This is an optimization exercise on Yosys and OpenROAD, whose aim is small area, a short achievable clock period and few clock cycles per item, not a production implementation.
The RTL was checked by simulation tests, not by an equivalence proof against the original design.
Power is estimated from default activity; no workload was simulated.

Design execCluster, start of the top module:
module execCluster
(
    input  logic           clk,
    input  logic           rst,
    input  logic           inValid,
    output logic           inReady,
    input  logic [128:0]   inPkt,      
    output logic           outValid,
    input  logic           outReady,
    output logic [136:0]   outPkt      
);
    logic [128:0] nx;     
    logic [31:0] iIns, iPc, iRs, iRt, iRtRev, iB, iX, iA, iSImm;
    logic        iIrq, iIsR, iIsBr, iSub, iCi, iEq, iRsZero, iTk;
    logic [5:0]  iOp, iFn;
    logic [15:0] iImm, iF;
    assign iIns  = nx[128:97];
    assign iPc   = nx[96:65];
    assign iRs   = nx[64:33];
    assign iRt   = nx[32:1];
    assign iIrq  = nx[0];
    assign iOp   = iIns[31:26];
    assign iFn   = iIns[5:0];
    assign iImm  = iIns[15:0];
    assign iSImm = {{16{iImm[15]}}, iImm};
    assign iIsR  = (iOp == 6'h00);
    assign iIsBr = (iOp == 6'h01) | (iOp[5:2] == 4'b0001);
    assign iSub  = iIsR ? (iFn == 6'h22 || iFn == 6'h23 || iFn == 6'h2a || iFn == 6'h2b)
                        : (iOp == 6'h0a || iOp == 6'h0b);
    always_comb begin
        for (int i = 0; i < 32; i++) iRtRev[i] = iRt[31-i];
    end
    assign iB    = iIsR ? ((iFn == 6'h00) ? iRtRev : iRt) : iIsBr ? {iSImm[29:0], 2'b00} : (iOp == 6'h0f) ? {iImm, 16'd0}
                 : (iOp == 6'h0c) ? {16'd0, iImm} : iSImm;
    assign iX    = iB ^ {32{iSub}};
  ...
Size in the first run: roughly 2400 cells after synthesis, about 550 flip-flops, roughly 270 I/O pins.
Settings: LEC_CHECK=0, ABC_CLOCK_PERIOD_IN_PS=2000, CAP_MARGIN=20, CORE_MARGIN=2, CORE_UTILIZATION=60, PLACE_DENSITY=0.7, SETUP_SLACK_MARGIN=2.9, SLEW_MARGIN=20; clock period 6.5 ns.
standard.sh (not shown) runs the stock make flow with config.mk's settings and CLKGATE_MAP_FILE= SYNTH_SCRIPT=/design/flow/synth_recipe.tcl, a recipe that flattens the netlist after the stock synthesis.
==> flow/flow/run.sh <==
#!/bin/bash
# The standard ORFS layout, with the smallest buffer as the port buffer
# cell (every input and output port still gets its own buffer).
set -euo pipefail
bash standard.sh "BUFFER_PORTS_ARGS=-buffer_cell sky130_fd_sc_hd__buf_1" finish > standard_flow.log 2>&1
Testbench counts at the start, summed over its fixed seeds: cycles 8,299, items 7,200.
==> next run, changes <==
CORE_UTILIZATION = 55   (was 60)
CTS_CLUSTER_DIAMETER = 100   (was not set)
CTS_CLUSTER_SIZE = 30   (was not set)
SETUP_SLACK_MARGIN = 3.6   (was 2.9)
Effect: The changed run produced a clean layout. Setup slack gains 0.43 ns. Clock power falls by well over a third. Final area rises by a few percent. Clock-buffer cell count falls by 32. Clock skew falls by 0.015 ns. Via count rises slightly. Non-clock buffer count rises by 121. Die area rises by a little under a tenth. Total power falls slightly. Global-route usage falls by 1.5 points.
==> next run, changes <==
CORE_UTILIZATION = 60   (was 55)
CTS_CLUSTER_DIAMETER = not set   (was 100)
CTS_CLUSTER_SIZE = not set   (was 30)
SETUP_SLACK_MARGIN = 3.3   (was 3.6)
After rerunning:
- register-to-register slack is worse by 0.30 ns
- combinational power falls by 17%
- area after synthesis is unchanged
- worst hold slack stays flat
- global-route usage increases by 3.4 points
- core utilization rose by 4.0 points
- final cell count came out lower by 2.4%
==> next run, changes <==
CORE_UTILIZATION = 50   (was 60)
CTS_CLUSTER_DIAMETER = 100   (was not set)
CTS_CLUSTER_SIZE = 30   (was not set)
PLACE_DENSITY = 0.65   (was 0.7)
SETUP_SLACK_MARGIN = 3.4   (was 3.3)
Effect: Combinational power came out higher by a few percent; hold slack gains 0.011 ns; sequential power came out lower slightly; count of clock-buffer cells in the layout came out lower by 19; first-iteration DRC count came out higher slightly; total power came out lower by roughly a tenth; non-clock buffer count came out lower by 4; setup slack gains 0.17 ns.
==> next run, changes <==
CORE_UTILIZATION = 70   (was 50)
CTS_CLUSTER_DIAMETER = not set   (was 100)
CTS_CLUSTER_SIZE = not set   (was 30)
PLACE_DENSITY = 0.8   (was 0.65)
SETUP_SLACK_MARGIN = 3.3   (was 3.4)
Die area drops by 28%. Combinational power hardly moves. Wire length climbs by 18%. Core utilization climbs by 24 points. Total power climbs by 13%. Design area climbs by 1.5%.

execCluster again, from the RTL that the note above started with.
clock: 6.5 ns
lec_check: 0
abc_clock_period_in_ps: 2000
cap_margin: 20
core_margin: 2
core_utilization: 50
cts_cluster_diameter: 100
cts_cluster_size: 30
place_density: 0.65
setup_slack_margin: 3.3
slew_margin: 20
Scripts as last shown in full above: flow/flow/run.sh
The first run finished clean.
Testbench counts at the start, summed over its fixed seeds: cycles 8,299, items 7,200.
==> next run, changes <==
Settings changed: GPL_ROUTABILITY_DRIVEN set to 0.
Effect: The changed run went through all stages and came out clean; worst hold slack barely changes; register-to-register slack is worse by 0.03 ns; power is lower slightly; utilization is lower by 0.15 points.
==> next run, changes <==
Settings changed: CORE_UTILIZATION 50 to 60, GPL_ROUTABILITY_DRIVEN 0 to not set, PLACE_DENSITY 0.65 to 0.7.
Outcome: Routed wire length came out higher by 6.0%; first-iteration DRC count is lower by 11%; cell area came out lower by 0.50%; critical path depth goes down by 3; fmax decreases by 1.0%; area after synthesis stays the same; core utilization came out higher by 11 points; sequential power stays flat; power went down by 0.85%; worst hold slack gets worse by 0.0077 ns.
==> next run, changes <==
Settings changed: CORE_UTILIZATION 60 to 50, PLACE_DENSITY 0.7 to 0.65, SETUP_SLACK_MARGIN 3.3 to 3.8.
What happened: Via count rose by 7.7%. First-iteration DRC count is higher by 4.2%. Wire length is higher by 13%. Clock skew climbs by 0.0048 ns. Cell area came out higher by 18%. Combinational power came out higher by 52%.
==> next run, changes <==
Settings changed: GPL_ROUTABILITY_DRIVEN set to 0, SETUP_SLACK_MARGIN 3.8 to 3.5.
After rerunning: Area after synthesis is unchanged. Design area fell by roughly a tenth. Worst setup slack loses 0.047 ns. Critical path depth stays the same. Total power fell by roughly a tenth. Wire length fell by roughly a tenth. Die area is unchanged. Global-route usage fell by 4.1 points. Clock skew fell by 0.0031 ns. Cell count fell by a few percent.

Starting RTL as in the previous note.
clock: 6.5 ns
lec_check: 0
abc_clock_period_in_ps: 2000
cap_margin: 20
core_margin: 2
core_utilization: 50
cts_cluster_diameter: 100
cts_cluster_size: 30
place_density: 0.65
setup_slack_margin: 3.5
slew_margin: 20
Scripts as last shown in full above: flow/flow/run.sh
Testbench counts at the start, summed over its fixed seeds: cycles 8,299, items 7,200.
Rerun with:
- CORE_UTILIZATION: 50 -> 55
- PLACE_DENSITY: 0.65 -> 0.7
Outcome:
- clock-buffer cell count drops by 4
- sequential share of layout area decreases by 0.19 points
- clock power drops by about 4%
- power increases by 0.40%

-- re-timing with driven ports --
No port has a modelled driver above. Below, the same layouts with a new extraction and two added sets of constraints. Step 1, drivers: a clkbuf_16 drives clk and a buf_2 each remaining input, both assumed. Step 2 adds t to the input delays and takes it off the output delays; t is the mean of the earliest and latest rising clock arrival at the registers after step 1. Input paths then give back, and output paths get back, about the clock's delay inside the block. Slacks: ideal ports / drivers / drivers and shift; pairs: ideal ports / drivers.
run | shift t [ns] | setup WS [ns] | slew at the worst register clock pin (ns)
the first run of note 1 | 0.678 | 2.971 / 2.971 / 2.971 | 0.07 / 0.07
the second run of note 1 | 0.676 | 3.401 / 3.338 / 3.106 | 0.11 / 0.11
the third run of note 1 | 0.682 | 3.188 / 3.188 / 3.053 | 0.07 / 0.07
the fourth run of note 1 | 0.666 | 3.354 / 3.339 / 3.208 | 0.12 / 0.12
the fifth run of note 1 | 0.697 | 2.866 / 2.866 / 2.866 | 0.09 / 0.09
the first run of note 2 | 0.669 | 3.318 / 3.260 / 3.215 | 0.12 / 0.12
the second run of note 2 | 0.679 | 3.283 / 3.283 / 3.158 | 0.12 / 0.12
the third run of note 2 | 0.638 | 3.250 / 3.250 / 3.119 | 0.12 / 0.12
the fourth run of note 2 | 0.668 | 3.437 / 3.372 / 3.380 | 0.12 / 0.12
the fifth run of note 2 | 0.681 | 3.390 / 3.324 / 3.156 | 0.12 / 0.12
the first run of note 3 | 0.667 | 3.395 / 3.337 / 3.211 | 0.12 / 0.12
the second run of note 3 | 0.674 | 3.402 / 3.341 / 3.107 | 0.12 / 0.12
After both steps setup and hold are still met in every run listed.
